This is an optimization exercise on Yosys and OpenROAD, whose aim is small area, a short achievable clock period and few clock cycles per item, not a production implementation. At most, simulation tests tie the RTL to the original design; equivalence was not proved. No activity file was given, so power comes from the tool's default toggle rates.

// pen_event_throttle_core
module pen_event_throttle_core (
  input  logic        clk,
  input  logic        rst,
  input  logic        s_tvalid,
  output logic        s_tready,
  input  logic [63:0] s_tdata,    
  input  logic [2:0]  s_tuser,    
  output logic        m_tvalid,
  input  logic        m_tready,
  output logic [31:0] m_tdata,    
  output logic        m_tuser,    
  input  logic        cfg_valid,
  output logic        cfg_ready,
  input  logic [2:0]  cfg_index,
  input  logic [15:0] cfg_data
);
clock: 12.0 ns
lec_check: 0
cap_margin: 20
core_margin: 2
core_utilization: 55
setup_slack_margin: 5
slew_margin: 20
run.sh (not shown) runs the stock make flow with config.mk's settings and CLKGATE_MAP_FILE= SYNTH_SCRIPT=/design/flow/synth_recipe.tcl, a recipe that flattens the netlist after the stock synthesis.
==> next run, changes <==
--- a/flow/design.v
+++ b/flow/design.v
@@ -215,50 +215,50 @@
       end
     end
   end
   logic        tracking;
   logic [15:0] lm_x, lm_y;
   logic [31:0] lm_t;       
   logic [15:0] lg_x, lg_y;
   logic [31:0] lg_t;
   logic        a_v;
   logic [2:0]  a_op;
   logic [15:0] a_x, a_y;
   logic [31:0] a_t;
-  logic [8:0]  a_dxl, a_dyl;  
+  logic [12:0] a_dxl, a_dyl;  
   logic [16:0] a_dx, a_dy;
   logic        e_v;
   logic [2:0]  e_op;
   logic [15:0] e_x, e_y;
   logic [31:0] e_t;
   logic        e_tdrop, e_tslow, e_long, e_tbig;
   logic        e_ismove, e_isgest;    
   logic [11:0] e_adx, e_ady;
   logic [22:0] e_touch;
   logic [21:0] e_thm1;      
   logic        o1_v;
   logic [32:0] o1_d;
   logic [32:0] o0_d;
   logic        a_xfer, e_fin, take;
   logic [15:0] ref_x, ref_y;
   logic [31:0] ref_t;
   logic [15:0] a_adx, a_ady;
   logic [31:0] a_touch;
   logic        a_long, a_keep, a_drop;
   logic        keep_s, keep_l, drop_s, drop_l;
   assign ref_x    = lm_x;
   assign ref_y    = lm_y;
   assign ref_t    = lm_t;
-  assign a_dx     = {{ref_x[15], ref_x[15:8]} - {a_x[15], a_x[15:8]} - {8'd0, a_dxl[8]}, a_dxl[7:0]};
-  assign a_dy     = {{ref_y[15], ref_y[15:8]} - {a_y[15], a_y[15:8]} - {8'd0, a_dyl[8]}, a_dyl[7:0]};
+  assign a_dx     = {{ref_x[15], ref_x[15:12]} - {a_x[15], a_x[15:12]} - {4'd0, a_dxl[12]}, a_dxl[11:0]};
+  assign a_dy     = {{ref_y[15], ref_y[15:12]} - {a_y[15], a_y[15:12]} - {4'd0, a_dyl[12]}, a_dyl[11:0]};
   assign a_adx    = a_dx[16] ? 16'(-a_dx) : a_dx[15:0];
   assign a_ady    = a_dy[16] ? 16'(-a_dy) : a_dy[15:0];
   assign a_touch  = a_t - ref_t;
   assign a_long   = !a_touch[31] && (a_touch[30:16] != 15'd0 || a_touch[15:0] > shrink_period_ms);
   assign keep_s   = abs_ge(a_dx, tap_radius) || abs_ge(a_dy, tap_radius);
   assign keep_l   = abs_ge(a_dx, rad_hi) || abs_ge(a_dy, rad_hi);
   assign drop_s   = abs_sum_lt(a_dx, a_dy, tap_radius);
   assign drop_l   = abs_sum_lt(a_dx, a_dy, tap_radius_min);
   assign a_keep   = a_long ? keep_l : keep_s;
   assign a_drop   = a_long ? drop_l : drop_s;
   logic [15:0] in_ref_x, in_ref_y;
   assign in_ref_x = (a_v && a_op == OP_DOWN) ? a_x : lm_x;
@@ -269,26 +269,26 @@
     if (rst) begin
       a_v <= 1'b0;
     end else if (s_tvalid && s_tready) begin
       a_v <= 1'b1;
     end else if (a_xfer) begin
       a_v <= 1'b0;
     end
     if (s_tvalid && s_tready) begin
       a_op <= s_tuser;
       a_x  <= s_tdata[15:0];
       a_y  <= s_tdata[31:16];
       a_t  <= s_tdata[63:32];
-      a_dxl <= {1'b0, in_ref_x[7:0]} - {1'b0, s_tdata[7:0]};
-      a_dyl <= {1'b0, in_ref_y[7:0]} - {1'b0, s_tdata[23:16]};
+      a_dxl <= {1'b0, in_ref_x[11:0]} - {1'b0, s_tdata[11:0]};
+      a_dyl <= {1'b0, in_ref_y[11:0]} - {1'b0, s_tdata[27:16]};
     end
   end
   always_ff @(posedge clk) begin
     if (rst) begin
       e_v <= 1'b0;
     end else if (a_xfer) begin
       e_v <= 1'b1;
     end else if (e_fin) begin
       e_v <= 1'b0;
     end
     if (a_xfer) begin
       e_op    <= a_op;
What happened: Sequential power grows by about 3%; register-to-register slack loses 0.35 ns; flip-flop and latch count grows by 8; area after synthesis grows by 2.9%; clock power hardly moves.
Testbench counts after the change, summed over its fixed seeds: cycles 3,346, items 2,459.
The RTL of the first run of this note was laid out without a check of its function.

-- port drivers added, routing unchanged --
How much do the figures lean on ideal ports? The routed layouts below were timed once more, with nothing changed but the port constraints. Step 1: set_driving_cell puts a clkbuf_16 on clk and a buf_2 on each other input, an assumption about the parent block. Step 2 adds t to the input delays and takes it off the output delays; t is the mean of the earliest and latest rising clock arrival at the registers after step 1. Input paths then give back, and output paths get back, about the clock's delay inside the block. a / b / c = ideal ports / drivers / drivers and shift; a / b = the first two.
run | t, ns | setup slack, ns | worst hold slack (ns) | worst data-port slew with drivers (ns) | cell pins on the clock port's net
the first run | 0.730 | 6.359 / 6.359 / 6.359 | 0.448 / 0.448 / 0.448 | 0.06 | 1
the second run | 0.728 | 6.010 / 6.010 / 6.010 | 0.451 / 0.451 / 0.451 | 0.05 | 1
After both steps every run listed still meets setup and hold.
